Context: an optimization exercise on an open-source flow, tuned for small area, a short achievable clock period and few clock cycles per item. The choices shown serve that exercise and are no tape-out recipe.
At most, simulation tests tie the RTL to the original design; equivalence was not proved.

==> flow/design.v <==
package mep_pkg;
    localparam int RADIUS_W = 5;
    localparam int FIELD_W  = 10;
    localparam int SQ_W     = 2 * RADIUS_W;
    localparam int K_W      = 17;
    localparam int T_W      = 16;
    localparam int COORD_BITS_DEFAULT = 11;
    localparam int CFG_IDX_W = 1;
    localparam logic [RADIUS_W-1:0] RADIUS_X_RESET = 5'd5;
    localparam logic [RADIUS_W-1:0] RADIUS_Y_RESET = 5'd2;
endpackage
import mep_pkg::*;
module midpoint_ellipse_points #(
    parameter int COORD_BITS = COORD_BITS_DEFAULT
) (
    input  logic                  clk,
    input  logic                  rst_n,
    input  logic                  cfg_we,
    input  logic [CFG_IDX_W-1:0]  cfg_index,
    input  logic [RADIUS_W-1:0]   cfg_data,
    input  logic                  in_valid,
    output logic                  in_ready,
    input  logic [FIELD_W-1:0]    center_x,
    input  logic [FIELD_W-1:0]    center_y,
    input  logic [FIELD_W-1:0]    shift_x,
    output logic                  out_valid,
    input  logic                  out_ready,
    output logic [COORD_BITS-1:0] x_right,
    output logic [COORD_BITS-1:0] x_left,
    output logic [COORD_BITS-1:0] y_upper,
    output logic [COORD_BITS-1:0] y_lower,
    output logic                  last_point
);
    logic [RADIUS_W-1:0] ra_reg, rb_reg;
    always_ff @(posedge clk or negedge rst_n)
    begin
        if (!rst_n)
        begin
            ra_reg <= RADIUS_X_RESET;
            rb_reg <= RADIUS_Y_RESET;
        end
        else if (cfg_we)
        begin
            if (cfg_index == 1'b0) ra_reg <= cfg_data;
            else                   rb_reg <= cfg_data;
        end
    end
    logic                  q_v, q_rdy;
    logic [2:0]            q_cnt;
    logic [FIELD_W-1:0]    q_cx, q_cy, q_sh;
    logic [SQ_W-1:0]       q_a2, q_b2;
    logic [RADIUS_W-1:0]   q_b;
    logic signed [T_W-1:0] q_t;
    logic [SQ_W+2:0]       q_k1;
    logic [SQ_W:0]         q_bf;
    logic signed [SQ_W:0]  q_c;
    logic                  q_v_n, in_ready_reg;
    logic                  load;
    assign q_rdy    = q_v && (q_cnt == 3'd5);
    assign q_v_n    = q_v ? !load : in_valid;
    assign in_ready = in_ready_reg;
    always_ff @(posedge clk or negedge rst_n)
    begin
        if (!rst_n)
        begin
            q_v          <= 1'b0;
            in_ready_reg <= 1'b1;
        end
        else
        begin
            q_v          <= q_v_n;
            in_ready_reg <= !q_v_n;
        end
    end
    always_ff @(posedge clk)
    begin
        if (!q_v)
        begin
            q_cx  <= center_x;
            q_cy  <= center_y;
            q_sh  <= shift_x;
            q_a2  <= ra_reg * ra_reg;
            q_b2  <= rb_reg * rb_reg;
            q_b   <= rb_reg;
            q_cnt <= 3'd0;
            q_t   <= '0;
        end
        else if (q_cnt != 3'd5)
        begin
            q_cnt <= q_cnt + 3'd1;
            q_b   <= {q_b[RADIUS_W-2:0], q_b[RADIUS_W-1]};
            q_t   <= (q_t <<< 1) - (q_b[RADIUS_W-1] ? T_W'(q_a2) : T_W'(0));
            q_k1  <= {q_a2, 1'b0} + {q_b2, 1'b0} + {3'b0, q_b2};
            q_bf  <= {1'b0, q_b2} + {3'b0, q_a2[SQ_W-1:2]};
            q_c   <= (SQ_W+1)'(3 * (q_b2 >> 2)) - (SQ_W+1)'(q_a2 >> 2)
                     + (SQ_W+1)'({q_b2[0], 1'b0}) - (SQ_W+1)'(1);
        end
    end
    logic                       w_v, w_r2, w_sw1, w_sw2, w_ey0;
    logic [RADIUS_W-1:0]        w_ex, w_ey;
    logic signed [FIELD_W+1:0]  w_cxs;
    logic [FIELD_W-1:0]         w_cy;
    logic signed [K_W-1:0]      w_k, w_p, w_q, w_g;
    logic [SQ_W-1:0]            w_a2, w_b2;
    logic [SQ_W:0]              w_s;
    logic signed [SQ_W:0]       w_c;
    logic o_v;
    logic out_en, cont1, last, emit, step, adv, step_s, sw;
    assign sw     = w_sw1 || w_sw2;
    assign cont1  = w_g[K_W-1];
    assign last   = w_ey0 && (w_r2 || !cont1);
    assign out_en = !o_v || out_ready;
    assign emit   = w_v && !sw && out_en;
    assign step   = emit && !last;
    assign adv    = step || sw;
    assign load   = q_rdy && (!w_v || (emit && last));
    assign step_s = w_k[K_W-1] ^ w_r2;
    logic signed [K_W-1:0] a2_k, b2_k, s2_k, inc_p;
    logic signed [K_W-1:0] k_a, k_b, p_a, q_a, q_b2s, g_a, g_b;
    logic signed [K_W-1:0] k_n, p_n, q_n, g_n;
    assign a2_k  = K_W'(w_a2);
    assign b2_k  = K_W'(w_b2);
    assign s2_k  = K_W'(w_s) <<< 1;
    assign inc_p = w_r2 ? a2_k <<< 1 : b2_k <<< 1;
    assign k_a   = w_k + w_p;
    assign k_b   = w_k + (w_sw1 ? (w_q >>> 1) : w_q);
    assign p_a   = (w_sw1 ? K_W'(w_c) : (w_sw2 ? w_g : w_p))
                 + (w_sw1 ? ~w_p : (w_sw2 ? a2_k : inc_p)) + K_W'(w_sw1);
    assign q_a   = w_q + (w_sw1 ? ~b2_k : (w_sw2 ? a2_k : inc_p)) + K_W'(w_sw1);
    assign q_b2s = w_q + s2_k;
    assign g_a   = (w_sw1 ? w_q : w_g) + (w_sw1 ? ~w_p : b2_k) + K_W'(w_sw1);
    assign g_b   = w_g + K_W'(w_s);
    assign k_n = w_sw1 ? k_b : (w_sw2 ? k_a : (step_s ? k_a : k_b));
    assign p_n = p_a;
    assign q_n = (sw || step_s) ? q_a : q_b2s;
    assign g_n = (w_sw1 || step_s) ? g_a : g_b;
    logic [RADIUS_W-1:0] ex_n, ey_n;
    logic                ey_dec;
    assign ey_dec = w_r2 || !step_s;
    assign ex_n   = (!w_r2 || !step_s) ? w_ex + 1'b1 : w_ex;
    assign ey_n   = ey_dec ? w_ey - 1'b1 : w_ey;
    logic signed [K_W-1:0] qa2_k, qb2_k, qt_k;
    assign qa2_k = K_W'(q_a2);
    assign qb2_k = K_W'(q_b2);
    assign qt_k  = K_W'(q_t);
    always_ff @(posedge clk or negedge rst_n)
    begin
        if (!rst_n)
        begin
            w_v   <= 1'b0;
            w_sw1 <= 1'b0;
            w_sw2 <= 1'b0;
        end
        else
        begin
            if (load)              w_v <= 1'b1;
            else if (emit && last) w_v <= 1'b0;
            if (load)
                w_sw1 <= (q_t == '0) && (q_b != '0);
            else if (step)
                w_sw1 <= !w_r2 && !g_n[K_W-1] && (ey_n != '0);
            else
                w_sw1 <= 1'b0;
            w_sw2 <= w_sw1;
        end
    end
    always_ff @(posedge clk)
    begin
        if (load)
        begin
            w_r2  <= 1'b0;
            w_ex  <= '0;
            w_ey  <= q_b;
            w_ey0 <= (q_b == '0);
            w_cxs <= {{2{q_cx[FIELD_W-1]}}, q_cx} + {2'b00, q_sh};
            w_cy  <= q_cy;
            w_a2  <= q_a2;
            w_b2  <= q_b2;
            w_s   <= {1'b0, q_a2} + {1'b0, q_b2};
            w_g   <= qt_k;
            w_c   <= q_c;
            w_k   <= K_W'(q_bf) + qt_k;
            w_p   <= (qb2_k <<< 1) + qb2_k;
            w_q   <= K_W'(q_k1) + (qt_k <<< 1);
        end
        else if (adv)
        begin
            w_k <= k_n;
            w_p <= p_n;
            w_q <= q_n;
            w_g <= g_n;
            if (w_sw2) w_r2 <= 1'b1;
            if (step)
            begin
                w_ex  <= ex_n;
                w_ey  <= ey_n;
                w_ey0 <= (ey_n == '0);
            end
        end
    end
    logic signed [FIELD_W+1:0] xr_s, xl_s;
    logic [COORD_BITS-1:0]     x_right_reg, x_left_reg, y_upper_reg, y_lower_reg;
    logic                      last_point_reg;
    assign xr_s = w_cxs + {7'b0, w_ex};
    assign xl_s = w_cxs - {7'b0, w_ex};
    function automatic logic [COORD_BITS-1:0] sat_hi(input logic signed [FIELD_W+1:0] v);
        if (!v[FIELD_W+1] && v[FIELD_W]) sat_hi = {1'b0, {(COORD_BITS-1){1'b1}}};
        else                             sat_hi = v[COORD_BITS-1:0];
    endfunction
    always_ff @(posedge clk or negedge rst_n)
    begin
        if (!rst_n)
        begin
            o_v <= 1'b0;
        end
        else
        begin
            o_v <= emit || (o_v && !out_ready);
        end
    end
    always_ff @(posedge clk)
    begin
        if (emit)
        begin
            x_right_reg    <= sat_hi(xr_s);
            x_left_reg     <= sat_hi(xl_s);
            y_upper_reg    <= {w_cy[FIELD_W-1], w_cy} + {6'b0, w_ey};
            y_lower_reg    <= {w_cy[FIELD_W-1], w_cy} - {6'b0, w_ey};
            last_point_reg <= last;
        end
    end
    assign out_valid  = o_v;
    assign x_right    = x_right_reg;
    assign x_left     = x_left_reg;
    assign y_upper    = y_upper_reg;
    assign y_lower    = y_lower_reg;
    assign last_point = last_point_reg;
endmodule
==> flow/config.mk <==
export PLATFORM = sky130hd
export DESIGN_NAME = midpoint_ellipse_points
export DESIGN_NICKNAME = midpoint_ellipse_points
export VERILOG_FILES = /design/flow/design.v
export SDC_FILE = /design/flow/constraint.sdc
export NUM_CORES = 4
export LEC_CHECK = 0
export CAP_MARGIN = 20
export CORE_MARGIN = 2
export CORE_UTILIZATION = 40
export SLEW_MARGIN = 20
==> flow/constraint.sdc <==
create_clock -name core_clock -period 9.0 [get_ports {clk}]
set_input_delay 1.8000 -clock core_clock [delete_from_list [all_inputs] [get_ports {clk}]]
set_output_delay 1.8000 -clock core_clock [all_outputs]
set_load 0.01 [all_outputs]
standard.sh (not shown) runs the stock make flow with config.mk's settings and CLKGATE_MAP_FILE= SYNTH_SCRIPT=/design/flow/synth_recipe.tcl, a recipe that flattens the netlist after the stock synthesis.
==> flow/flow/run.sh <==
#!/bin/bash
# The standard layout, with plain buffers on the ports instead of the delay cells
# buffer_ports picks by default, and timing repair aimed at a 3.4 ns period.
set -euo pipefail
export BUFFER_PORTS_ARGS="-buffer_cell sky130_fd_sc_hd__buf_2"
bash standard.sh SETUP_SLACK_MARGIN=5.6 finish > standard_flow.log 2>&1
The first run finished clean.
Testbench counts at the start, summed over its fixed seeds: cycles 66,057, points 61,632.
Edit:
--- a/flow/design.v
+++ b/flow/design.v
@@ -49,29 +49,23 @@
     logic [2:0]            q_cnt;
     logic [FIELD_W-1:0]    q_cx, q_cy, q_sh;
     logic [SQ_W-1:0]       q_a2, q_b2;
     logic [RADIUS_W-1:0]   q_b;
     logic signed [T_W-1:0] q_t;
-    logic [SQ_W+2:0]       q_k1;
-    logic [SQ_W:0]         q_bf;
-    logic signed [SQ_W:0]  q_c;
-    logic                  q_v_n, in_ready_reg;
     logic                  load;
+    assign in_ready = !q_v;
     assign q_rdy    = q_v && (q_cnt == 3'd5);
-    assign q_v_n    = q_v ? !load : in_valid;
-    assign in_ready = in_ready_reg;
-    always_ff @(posedge clk or negedge rst_n)
-    begin
-        if (!rst_n)
-        begin
-            q_v          <= 1'b0;
-            in_ready_reg <= 1'b1;
+    always_ff @(posedge clk or negedge rst_n)
+    begin
+        if (!rst_n)
+        begin
+            q_v <= 1'b0;
         end
         else
         begin
-            q_v          <= q_v_n;
-            in_ready_reg <= !q_v_n;
+            if (!q_v)      q_v <= in_valid;
+            else if (load) q_v <= 1'b0;
         end
     end
     always_ff @(posedge clk)
     begin
         if (!q_v)
@@ -88,14 +82,10 @@
         else if (q_cnt != 3'd5)
         begin
             q_cnt <= q_cnt + 3'd1;
             q_b   <= {q_b[RADIUS_W-2:0], q_b[RADIUS_W-1]};
             q_t   <= (q_t <<< 1) - (q_b[RADIUS_W-1] ? T_W'(q_a2) : T_W'(0));
-            q_k1  <= {q_a2, 1'b0} + {q_b2, 1'b0} + {3'b0, q_b2};
-            q_bf  <= {1'b0, q_b2} + {3'b0, q_a2[SQ_W-1:2]};
-            q_c   <= (SQ_W+1)'(3 * (q_b2 >> 2)) - (SQ_W+1)'(q_a2 >> 2)
-                     + (SQ_W+1)'({q_b2[0], 1'b0}) - (SQ_W+1)'(1);
         end
     end
     logic                       w_v, w_r2, w_sw1, w_sw2, w_ey0;
     logic [RADIUS_W-1:0]        w_ex, w_ey;
     logic signed [FIELD_W+1:0]  w_cxs;
@@ -176,14 +166,15 @@
             w_cy  <= q_cy;
             w_a2  <= q_a2;
             w_b2  <= q_b2;
             w_s   <= {1'b0, q_a2} + {1'b0, q_b2};
             w_g   <= qt_k;
-            w_c   <= q_c;
-            w_k   <= K_W'(q_bf) + qt_k;
+            w_c   <= (SQ_W+1)'(3 * (q_b2 >> 2)) - (SQ_W+1)'(q_a2 >> 2)
+                     + (SQ_W+1)'({q_b2[0], 1'b0}) - (SQ_W+1)'(1);
+            w_k   <= qb2_k + qt_k + K_W'(q_a2 >> 2);
             w_p   <= (qb2_k <<< 1) + qb2_k;
-            w_q   <= K_W'(q_k1) + (qt_k <<< 1);
+            w_q   <= (qa2_k <<< 1) + (qb2_k <<< 1) + qb2_k + (qt_k <<< 1);
         end
         else if (adv)
         begin
             w_k <= k_n;
             w_p <= p_n;
Result: Cell area shrinks by 2.8%; die area shrinks by 5.2%; wire length shrinks by 3.3%; synthesized cell count shrinks by 2.4%; cell count shrinks by 3.1%; area after synthesis shrinks by 5.2%; clock-buffer cell count shrinks by 7; setup slack loses 440 ps; non-clock buffer count grows by 19; core utilization grows by 1.1 points.
Function not checked in the second run of this note: the RTL went through the layout flow alone.

## re-timing with driven ports
How much do the figures lean on ideal ports? The routed layouts below were timed once more, with nothing changed but the port constraints. Step 1 (the two cells are an assumption about what drives the block):
set clk [get_ports {clk}]
set_driving_cell -lib_cell sky130_fd_sc_hd__clkbuf_16 $clk
set_driving_cell -lib_cell sky130_fd_sc_hd__buf_2 [delete_from_list [all_inputs] $clk]
Step 2 times the ports against the registers' clock, not the clock port: input delays grow and output delays shrink by t, the midpoint of the rising clock arrivals with the driver on. a / b / c = ideal / step 1 / step 2; a / b = the first two.
| run | shift t [ns] | slack for setup (ns) | hold WS [ns] | worst slew at a driven data input, ns |
|---|---|---|---|---|
| the first run | 0.623 | 5.468 / 5.468 / 4.982 | 0.417 / 0.417 / 0.417 | 0.05 |
| the second run | 0.611 | 5.033 / 5.033 / 5.033 | 0.420 / 0.420 / 0.420 | 0.05 |
After both steps setup and hold are still met in every run listed. For the first run, which loses most, drivers alone change the setup slack by 0.000 ns; drivers and shift together by -0.486 ns.
